Background: an optimization exercise with open tools, aiming at small area, a short achievable clock period and few clock cycles per item. Do not read the settings as production practice.
Only simulation tests tie the RTL to the original design; equivalence was not proved.

<file path="design/flow/design.v">
`timescale 1ns / 1ps
package ggdc_pkg;
  localparam int CORDIC_STEPS_DEF = 16;
  localparam int ATAN_IW          = 5;    
  localparam int PC_W             = 3;
  localparam logic [1:0] OPN_TICK  = 2'd0;
  localparam logic [1:0] OPN_START = 2'd1;
  localparam logic [1:0] OPN_STOP  = 2'd2;
  localparam longint    PI_Q30       = 64'd3373259426;
  localparam int        PI_Q13       = 25736;
  localparam int        INV_GAIN_Q16 = 39797;
  localparam int        RECIP5_Q18   = 52429;   
  localparam int        TURN_MAX     = 3277;
  localparam int        DRV_TURN_MAX = 2048;
  localparam int        SPEED_MIN    = 819;
  localparam int        SPEED_MAX    = 3277;
  localparam int        SPEED_SAT_D  = 409;     
  typedef enum logic [2:0] {
    OP_IDLE, OP_ROTATE, OP_MUL_LO, OP_MUL_HI, OP_DIST, OP_DECIDE, OP_FINISH, OP_EMIT
  } op_t;
  typedef enum logic [1:0] {
    J_NEXT, J_DISPATCH, J_LOOP, J_WAIT_OUT
  } jmp_t;
  typedef logic [PC_W-1:0] pc_t;
  typedef struct packed {
    op_t  op;
    jmp_t jmp;
    pc_t  target;
  } ucode_t;
  typedef struct packed {
    logic go;
    logic stop;
    logic out_free;
  } cond_t;
  localparam pc_t PC_IDLE   = 3'd0;
  localparam pc_t PC_ROTATE = 3'd1;
  localparam pc_t PC_MUL_LO = 3'd2;
  localparam pc_t PC_MUL_HI = 3'd3;
  localparam pc_t PC_DIST   = 3'd4;
  localparam pc_t PC_DECIDE = 3'd5;
  localparam pc_t PC_FINISH = 3'd6;
  localparam pc_t PC_EMIT   = 3'd7;
endpackage
`timescale 1ns / 1ps
module ggdc_seq #(
  parameter int CORDIC_STEPS = ggdc_pkg::CORDIC_STEPS_DEF,
  localparam int IW = $clog2(CORDIC_STEPS)
) (
  input  logic              clk,
  input  logic              rst,
  input  ggdc_pkg::cond_t   cond,
  output ggdc_pkg::ucode_t  ctrl,
  output logic [IW-1:0]     iter
);
  ggdc_pkg::pc_t pc, pc_next;
  logic [IW-1:0] iter_next;
  logic          last;
  always_comb begin
    unique case (pc)
      ggdc_pkg::PC_IDLE:   ctrl = {ggdc_pkg::OP_IDLE, ggdc_pkg::J_DISPATCH, ggdc_pkg::PC_EMIT};
      ggdc_pkg::PC_ROTATE: ctrl = {ggdc_pkg::OP_ROTATE, ggdc_pkg::J_LOOP, ggdc_pkg::PC_ROTATE};
      ggdc_pkg::PC_MUL_LO: ctrl = {ggdc_pkg::OP_MUL_LO, ggdc_pkg::J_NEXT, ggdc_pkg::PC_IDLE};
      ggdc_pkg::PC_MUL_HI: ctrl = {ggdc_pkg::OP_MUL_HI, ggdc_pkg::J_NEXT, ggdc_pkg::PC_IDLE};
      ggdc_pkg::PC_DIST:   ctrl = {ggdc_pkg::OP_DIST, ggdc_pkg::J_NEXT, ggdc_pkg::PC_IDLE};
      ggdc_pkg::PC_DECIDE: ctrl = {ggdc_pkg::OP_DECIDE, ggdc_pkg::J_NEXT, ggdc_pkg::PC_IDLE};
      ggdc_pkg::PC_FINISH: ctrl = {ggdc_pkg::OP_FINISH, ggdc_pkg::J_NEXT, ggdc_pkg::PC_IDLE};
      ggdc_pkg::PC_EMIT:   ctrl = {ggdc_pkg::OP_EMIT, ggdc_pkg::J_WAIT_OUT, ggdc_pkg::PC_IDLE};
      default:             ctrl = {ggdc_pkg::OP_IDLE, ggdc_pkg::J_NEXT, ggdc_pkg::PC_IDLE};
    endcase
  end
  assign last = (iter == IW'(CORDIC_STEPS - 1));
  always_comb begin
    unique case (ctrl.jmp)
      ggdc_pkg::J_NEXT:     pc_next = pc + 1'b1;
      ggdc_pkg::J_DISPATCH: pc_next = cond.go ? pc + 1'b1 : (cond.stop ? ctrl.target : pc);
      ggdc_pkg::J_LOOP:     pc_next = last ? pc + 1'b1 : ctrl.target;
      ggdc_pkg::J_WAIT_OUT: pc_next = cond.out_free ? ctrl.target : pc;
      default:              pc_next = pc;
    endcase
    iter_next = (ctrl.op == ggdc_pkg::OP_ROTATE) ? iter + 1'b1 : '0;
  end
  always_ff @(posedge clk) begin
    if (rst) begin
      pc   <= ggdc_pkg::PC_IDLE;
      iter <= '0;
    end else begin
      pc   <= pc_next;
      iter <= iter_next;
    end
  end
endmodule
`timescale 1ns / 1ps
module go_to_goal_drive_controller_unit #(
  parameter int CORDIC_STEPS = ggdc_pkg::CORDIC_STEPS_DEF
) (
  input  logic        clk,
  input  logic        rst,
  input  logic        psel,
  input  logic        penable,
  input  logic        pwrite,
  input  logic [3:0]  paddr,
  input  logic [31:0] pwdata,
  output logic [31:0] prdata,
  output logic        pready,
  input  logic        s_tvalid,
  output logic        s_tready,
  input  logic [79:0] s_tdata,    
  input  logic [2:0]  s_tuser,    
  output logic        m_tvalid,
  input  logic        m_tready,
  output logic [31:0] m_tdata,    
  output logic [0:0]  m_tuser     
);
  localparam int IW = $clog2(CORDIC_STEPS);
  localparam int XW = 48;    
  localparam int ZW = 35;    
  localparam int BW = ZW - 17;
  localparam int EW = 19;
  localparam int DW = 36;
  localparam logic [1:0] REG_GOAL_EAST  = 2'd0;
  localparam logic [1:0] REG_GOAL_NORTH = 2'd1;
  localparam logic [1:0] REG_ARRIVE     = 2'd2;
  localparam logic [1:0] REG_HEAD_TOL   = 2'd3;
  localparam logic signed [ZW-1:0] PI_Z   = ZW'(ggdc_pkg::PI_Q30);
  localparam logic signed [EW-1:0] PI_E   = EW'(ggdc_pkg::PI_Q13);
  localparam logic signed [EW-1:0] TWO_PI = EW'(2 * ggdc_pkg::PI_Q13);
  logic signed [31:0] goal_east, goal_north;
  logic [15:0]        arrive_radius;
  logic [14:0]        heading_tolerance;
  logic               cfg_wr;
  assign pready = 1'b1;
  assign cfg_wr = psel & penable & pwrite & pready;
  always_ff @(posedge clk) begin
    if (rst) begin
      goal_east         <= '0;
      goal_north        <= '0;
      arrive_radius     <= 16'd128;
      heading_tolerance <= 15'd1229;
    end else if (cfg_wr) begin
      unique case (paddr[3:2])
        REG_GOAL_EAST:  goal_east         <= pwdata;
        REG_GOAL_NORTH: goal_north        <= pwdata;
        REG_ARRIVE:     arrive_radius     <= pwdata[15:0];
        REG_HEAD_TOL:   heading_tolerance <= pwdata[14:0];
      default: ;
      endcase
    end
  end
  always_comb begin
    unique case (paddr[3:2])
      REG_GOAL_EAST:  prdata = goal_east;
      REG_GOAL_NORTH: prdata = goal_north;
      REG_ARRIVE:     prdata = {16'b0, arrive_radius};
      REG_HEAD_TOL:   prdata = {17'b0, heading_tolerance};
      default:        prdata = '0;
    endcase
  end
  ggdc_pkg::ucode_t ctrl;
  ggdc_pkg::cond_t  cond;
  logic [IW-1:0]    iter;
  ggdc_seq #(.CORDIC_STEPS(CORDIC_STEPS)) u_seq (
    .clk  (clk),
    .rst  (rst),
    .cond (cond),
    .ctrl (ctrl),
    .iter (iter)
  );
  logic armed, goal_done;
  logic in_acc, out_free;
  logic [1:0] in_op;
  assign s_tready = (ctrl.op == ggdc_pkg::OP_IDLE);
  assign in_acc   = s_tvalid & s_tready;
  assign in_op    = s_tuser[1:0];
  assign out_free = ~m_tvalid | m_tready;
  assign cond.go       = in_acc & (in_op == ggdc_pkg::OPN_TICK) & armed & ~goal_done
                       & s_tuser[2];
  assign cond.stop     = in_acc & (in_op == ggdc_pkg::OPN_STOP);
  assign cond.out_free = out_free;
  logic signed [XW-1:0] x, y, xsh, ysh, x0, y0;
  logic signed [ZW-1:0] z, zr, at;
  logic signed [32:0]   dx, dy;
  logic signed [15:0]   heading_r;
  logic signed [BW-1:0] bearing;
  logic signed [EW-1:0] err_raw, err_wrap, err;
  logic [23:0]          mul_a;
  logic [39:0]          mul_p;
  logic [63:0]          acc, dsum;
  logic [DW-1:0]        distance;
  logic [EW-1:0]        mag;
  logic                 neg, reach, spin;
  logic [16:0]          div_in;
  logic [32:0]          prod5;
  logic [20:0]          spin_t;
  logic [14:0]          fwd_q;
  logic [11:0]          turn_mag, speed_v, d8;
  logic [11:0]          res_speed;
  logic [12:0]          res_turn;
  logic                 res_arrived;
  logic [11:0]          out_speed;
  logic [12:0]          out_turn;
  logic                 out_arrived;
  assign dx  = {goal_east[31], goal_east} - {s_tdata[31], s_tdata[31:0]};
  assign dy  = {goal_north[31], goal_north} - {s_tdata[63], s_tdata[63:32]};
  assign x0  = {{(XW - 45){dx[32]}}, dx, 12'b0};
  assign y0  = {{(XW - 45){dy[32]}}, dy, 12'b0};
  assign xsh = x >>> iter;
  assign ysh = y >>> iter;
  logic [29:0] atan_tab;
  always_comb begin
    case (ggdc_pkg::ATAN_IW'(iter))
      5'd0:    atan_tab = 30'd843314857;
      5'd1:    atan_tab = 30'd497837829;
      5'd2:    atan_tab = 30'd263043837;
      5'd3:    atan_tab = 30'd133525159;
      5'd4:    atan_tab = 30'd67021687;
      5'd5:    atan_tab = 30'd33543516;
      5'd6:    atan_tab = 30'd16775851;
      5'd7:    atan_tab = 30'd8388437;
      5'd8:    atan_tab = 30'd4194283;
      5'd9:    atan_tab = 30'd2097149;
      5'd10:   atan_tab = 30'd1048576;
      5'd11:   atan_tab = 30'd524288;
      5'd12:   atan_tab = 30'd262144;
      5'd13:   atan_tab = 30'd131072;
      5'd14:   atan_tab = 30'd65536;
      5'd15:   atan_tab = 30'd32768;
      5'd16:   atan_tab = 30'd16384;
      5'd17:   atan_tab = 30'd8192;
      5'd18:   atan_tab = 30'd4096;
      5'd19:   atan_tab = 30'd2048;
      5'd20:   atan_tab = 30'd1024;
      5'd21:   atan_tab = 30'd512;
      5'd22:   atan_tab = 30'd256;
      5'd23:   atan_tab = 30'd128;
      default: atan_tab = 30'd0;
    endcase
  end
  assign at  = ZW'({1'b0, atan_tab});
  assign mul_a = (ctrl.op == ggdc_pkg::OP_MUL_HI) ? {1'b0, x[46:24]} : x[23:0];
  assign mul_p = 40'(mul_a) * 40'(ggdc_pkg::INV_GAIN_Q16);
  assign dsum  = acc + (64'd1 << 27);
  assign zr      = z + ZW'(1 << 16);
  assign bearing = BW'(zr >>> 17);
  assign err_raw = EW'(bearing) - EW'(heading_r);
  always_comb begin
    if (err_raw > PI_E)
      err_wrap = err_raw - TWO_PI;
    else if (err_raw < -PI_E)
      err_wrap = err_raw + TWO_PI;
    else
      err_wrap = err_raw;
  end
  assign div_in = {mag[15:0], 1'b0} + 17'd2;
  assign spin_t = ({2'b0, mag} + {1'b0, mag, 1'b0} + 21'd2) >> 2;
  assign fwd_q  = prod5[32:18];
  assign d8     = {distance[8:0], 3'b0};
  always_comb begin
    if (spin) begin
      turn_mag = (spin_t > 21'(ggdc_pkg::TURN_MAX)) ? 12'(ggdc_pkg::TURN_MAX) : spin_t[11:0];
      speed_v  = '0;
    end else begin
      turn_mag = (fwd_q > 15'(ggdc_pkg::DRV_TURN_MAX)) ? 12'(ggdc_pkg::DRV_TURN_MAX)
                                                        : fwd_q[11:0];
      if (distance > DW'(ggdc_pkg::SPEED_SAT_D))
        speed_v = 12'(ggdc_pkg::SPEED_MAX);
      else if (d8 < 12'(ggdc_pkg::SPEED_MIN))
        speed_v = 12'(ggdc_pkg::SPEED_MIN);
      else
        speed_v = d8;
    end
  end
  always_ff @(posedge clk) begin
    unique case (ctrl.op)
      ggdc_pkg::OP_IDLE: begin
        heading_r <= s_tdata[79:64];
        if (dx[32]) begin
          x <= -x0;
          y <= -y0;
          z <= dy[32] ? -PI_Z : PI_Z;
        end else begin
          x <= x0;
          y <= y0;
          z <= '0;
        end
        res_speed   <= '0;
        res_turn    <= '0;
        res_arrived <= 1'b0;
      end
      ggdc_pkg::OP_ROTATE: begin
        if (!y[XW-1]) begin
          x <= x + ysh;
          y <= y - xsh;
          z <= z + at;
        end else begin
          x <= x - ysh;
          y <= y + xsh;
          z <= z - at;
        end
      end
      ggdc_pkg::OP_MUL_LO: begin
        acc <= 64'(mul_p);
        err <= err_wrap;
      end
      ggdc_pkg::OP_MUL_HI: acc <= acc + {mul_p, 24'b0};
      ggdc_pkg::OP_DIST: begin
        distance <= dsum[63:28];
        mag      <= err[EW-1] ? EW'(-err) : EW'(err);
        neg      <= err[EW-1];
      end
      ggdc_pkg::OP_DECIDE: begin
        reach <= distance < DW'(arrive_radius);
        spin  <= mag > EW'(heading_tolerance);
        prod5 <= 33'(div_in) * 33'(ggdc_pkg::RECIP5_Q18);
      end
      ggdc_pkg::OP_FINISH: begin
        if (reach) begin
          res_speed   <= '0;
          res_turn    <= '0;
          res_arrived <= 1'b1;
        end else begin
          res_speed   <= speed_v;
          res_turn    <= neg ? -{1'b0, turn_mag} : {1'b0, turn_mag};
          res_arrived <= 1'b0;
        end
      end
      ggdc_pkg::OP_EMIT: begin
        if (out_free) begin
          out_speed   <= res_speed;
          out_turn    <= res_turn;
          out_arrived <= res_arrived;
        end
      end
      default: ;
    endcase
  end
  always_ff @(posedge clk) begin
    if (rst) begin
      armed     <= 1'b0;
      goal_done <= 1'b0;
      m_tvalid  <= 1'b0;
    end else begin
      if (in_acc && in_op == ggdc_pkg::OPN_START) begin
        armed     <= 1'b1;
        goal_done <= 1'b0;
      end else if (cond.stop) begin
        armed     <= 1'b0;
        goal_done <= 1'b0;
      end else if (ctrl.op == ggdc_pkg::OP_FINISH && reach) begin
        armed     <= 1'b0;
        goal_done <= 1'b1;
      end
      if (ctrl.op == ggdc_pkg::OP_EMIT && out_free)
        m_tvalid <= 1'b1;
      else if (m_tready)
        m_tvalid <= 1'b0;
    end
  end
  assign m_tdata = {7'b0, out_turn, out_speed};
  assign m_tuser = out_arrived;
endmodule
</file>
<file path="design/flow/run.sh">
#!/bin/bash
# synth_recipe.tcl (not shown) runs the flow's synth.tcl, then flattens the netlist and writes it again
# the make line also repeats each setting of config.mk as NAME=value (left out here)
make -C /OpenROAD-flow-scripts/flow DESIGN_CONFIG=/design/flow/config.mk WORK_HOME=/design/flow/orfs CLKGATE_MAP_FILE= SYNTH_SCRIPT=/design/flow/synth_recipe.tcl finish
</file>
<file path="design/flow/config.mk">
export PLATFORM = sky130hd
export DESIGN_NAME = go_to_goal_drive_controller_unit
export DESIGN_NICKNAME = go_to_goal_drive_controller_unit
export VERILOG_FILES = /design/flow/design.v
export SDC_FILE = /design/flow/constraint.sdc
export NUM_CORES = 4
export LEC_CHECK = 0
export CAP_MARGIN = 20
export CORE_MARGIN = 2
export CORE_UTILIZATION = 40
export SLEW_MARGIN = 20
</file>
<file path="design/flow/constraint.sdc">
create_clock -name core_clock -period 10.0 [get_ports {clk}]
set_input_delay 2.0000 -clock core_clock [delete_from_list [all_inputs] [get_ports {clk}]]
set_output_delay 2.0000 -clock core_clock [all_outputs]
set_load 0.01 [all_outputs]
</file>
==> summary.txt <==
## cell type report
cell class,instances,area share
multi-input combinational,4914,0.644
sequential,471,0.207
inverter,656,0.0400
timing repair buffer,248,0.0382
tap,1794,0.0365
clock buffer,73,0.0269
clock inverter,37,0.00679
## synth_stat cells, types with 21 or more instances
cell	n
or3_1	29
dfxtp_1	140
nor2_1	438
mux4_2	130
and3_1	78
o21bai_1	39
o31ai_1	36
a211o_1	22
a211oi_1	54
fa_1	238
xnor2_1	363
nand2b_1	61
o21a_1	71
or2_2	24
xor2_1	184
a31oi_1	78
buf_2	21
clkbuf_1	140
a21oi_1	529
mux2_2	54
o31a_1	21
nor3_1	111
nand2_1	569
nand3_1	114
edfxtp_1	331
inv_1	651
nand4_1	44
ha_1	627
and2_1	39
nor2b_1	62
a21o_1	171
o21ai_0	284
mux2i_1	98
nor4_1	36
## registers in the layout (all words and copies together) (netlist names), 15 cells and up
name               cells
mag                   19
arrive_radius         16
goal_east             32
acc                   40
prod5                 15
z                     35
distance              36
y                     48
heading_tolerance     15
atan_tab              28
goal_north            32
x                     48
err                   19
heading_r             16
## cells in the final DEF, fill, tap and decap left out, types with 21 or more instances in the layout
| cell | instances |
|---|---|
| inv_1 | 651 |
| ha_1 | 626 |
| nand2_1 | 568 |
| a21oi_1 | 528 |
| nor2_1 | 437 |
| xnor2_1 | 362 |
| edfxtp_1 | 331 |
| o21ai_0 | 282 |
| fa_1 | 238 |
| xor2_1 | 184 |
| clkdlybuf4s50_1 | 180 |
| a21o_1 | 171 |
| dfxtp_1 | 136 |
| mux4_2 | 130 |
| nand3_1 | 114 |
| nor3_1 | 108 |
| mux2i_1 | 94 |
| and3_1 | 78 |
| a31oi_1 | 78 |
| o21a_1 | 71 |
| clkbuf_16 | 65 |
| buf_4 | 63 |
| nand2b_1 | 61 |
| nor2b_1 | 58 |
| mux2_2 | 54 |
| a211oi_1 | 54 |
| nand4_1 | 44 |
| o21bai_1 | 39 |
| and2_1 | 37 |
| o31ai_1 | 35 |
| nor4_1 | 35 |
| or3_1 | 29 |
| or2_2 | 24 |
| a211o_1 | 22 |
| o31a_1 | 21 |
## path summary, 6_finish.rpt
kind                            cells past startpoint                     end  slack, ns
worst max-delay path                               40   acc[63]$_SDFFCE_PP0P_       0.53
worst min-delay path                                0  out_speed[8]$_DFFE_PP_       0.42
worst max register to register                     40   acc[63]$_SDFFCE_PP0P_       0.53
worst min register to register                      0  out_speed[8]$_DFFE_PP_       0.42
## cells by family after synthesis
family / Yosys count / share of synthesized area
XOR/XNOR: 547 / 0.0862
flip-flops: 471 / 0.229
AO/OA/AOI/OAI: 1518 / 0.171
buffers and inverters: 852 / 0.0600
other: 2 / 0.000135
multiplexers: 289 / 0.0833
adder cells (fa/ha/maj): 865 / 0.227
AND/OR/NAND/NOR: 1687 / 0.143
## per-stage QoR
| stage | instances | TNS, ns | cell area (sq um) |
|---|---|---|---|
| after global routing | 8193 | -0.00764 | 61500 |
| after global placement | 8080 | 0 | 59400 |
| after CTS | 8190 | 0 | 61500 |
| after detailed placement | 8080 | 0 | 59400 |
| after floorplan | 6237 | 0 | 55600 |
| final | 8193 | 0 | 61500 |
## what timing repair did
action                                  CTS  global route
endpoints found under the setup margin    0             3
hold endpoints to repair                  0             0
setup buffers                             0             1
resized for setup                         0            13
## metal layers
layer | wire, um | part of all wire | global-route usage
met5 | 0 | 0 | 0
met1 | 79200 | 0.46 | 0.343
met4 | 5630 | 0.032 | 0.0726
met2 | 77300 | 0.44 | 0.377
met3 | 11900 | 0.069 | 0.0265
## worst max-delay path: cells and delay by family, from the launching register on
kind                     cells  cell delay, ns
buffers and inverters        6            0.58
adder cells (fa/ha/maj)      8            3.60
multiplexers                 2            0.33
flip-flops                   1            0.41
AND/OR/NAND/NOR              4            0.49
XOR/XNOR                     3            0.56
AO/OA/AOI/OAI               17            3.20
==> summary.txt <==
Status - timing/DRC/antenna clean
Final setup margin - 0.527 ns
Initial antenna violation count - 2
CP max-delay cell - fa_1
Slew headroom - 0.313
Routability cong. - 0.959
Hold violation count in the final report - 0
Slew @ Worst Pin - 1.02 ns
WL final - 174000 um
Port bufs - 183
EDFF count, synth - 331
1st-pass router iterations - 7
Synth Register Bits - 471
Clock tree buffer depth - 3
Post-CTS Hold Buffers - 0
Worst-path clk slew - 0.06 ns
Max cap viols - 0
Final Critical Period - 9.47 ns
Clk Latency, worst-skew pair - 0.68 ns
TritonCTS Buffers - 58
# clock sinks - 471
Synthesis Warnings - 2
Tcrit/Tclk final - 0.947
HPWL Detailed - 140000 um
Total grt overflow - 0
Initial Util - 0.404
Largest net degree at the start of global routing - 127
Total vias in the final route - 47130
Setup-failing EPs final - 0
CP endpoint kind - register
Crit path DAT - 9.86 ns
Min-Delay Path Class - register to register
Setup crit start kind - register
Worst Skew - 0.0330 ns
GRT Util Overall - 0.239
CP max stage delay - 0.56 ns
Row count - 136
First-pass GRT wire length - 265000 um
FFs w/ async S/R, synth - 0
DR WL/cell - 21.3 um
Vias in the first global route - 44874
H-tree depth - 2
Synthesized area per cell - 8.92 sq um
WHS - 0.420 ns
Clock root buffer - clkbuf_16
Layout cells sized above 1 - 0.0674
FF-to-FF Start - ctrl[7]$_DFF_P_
Core footprint - 138000 sq um
Min-delay src - res_speed[8]$_SDFFCE_PP0P_
Yosys top cell area share - 0.179
Crit path max fanout - 13
Top Ports - 194
# fillers - 13354
Vias per cell - 5.75
Full die area - 142000 sq um
Area leader, netlist - edfxtp_1
Layout overhead on the synthesized area - 10.7%
Final Max Tran Viols - 0
Fmax - 0.106 GHz
Top post-synthesis cells by area - edfxtp_1 18%, ha_1 14%, fa_1 8.6%
FF+latch area - 12800 sq um
Final antenna diode count - 0
Dpl ws - 0.289 ns
CTS tree - built
Initial DRC Count - 4079
Syn Std Cell Area - 55600 sq um
Footprint of the multi-input gates - 39700 sq um
Critical setup path kind - register to register
Residual DRC count - 0
Final Util - 0.447
Critical Path RT - 10.39 ns
Sequential cell area fraction in the yosys report - 0.229
Ys flop type - edfxtp_1
Syn Inst Count - 6231
NumNets Final - 7340
Worst Setup SP - ctrl[7]$_DFF_P_
Post-DRT Antenna Nets - 0
Die H - 377 um
Die X-Extent - 377 um
Yosys cell types - 95
Testbench counts, summed over its fixed seeds: cycles 58,628, items 2,603.

port drivers added, routing unchanged:
No port has a modelled driver above. Below, the same layout with a new extraction and two added sets of constraints. Step 1, drivers: a clkbuf_16 drives clk and a buf_2 each remaining input, both assumed. Step 2 moves the port delays by t, midway between the first and last clock arrival at a register: inputs arrive t later, outputs are due t later. That takes back most of the time a late clock gives input paths. Three values: ideal, step 1, step 2; two values: the first two.
t, ns: 0.754
setup slack, ns: 0.527 / 0.527 / 0.527
worst hold slack (ns): 0.420 / 0.420 / 0.420
latest minus earliest clock arrival (ns): 0.036 / 0.036
pins driven straight from the clock port: 1
After both steps setup and hold are still met in this run. For this run, drivers alone change the setup slack by 0.000 ns; drivers and shift together by 0.000 ns.
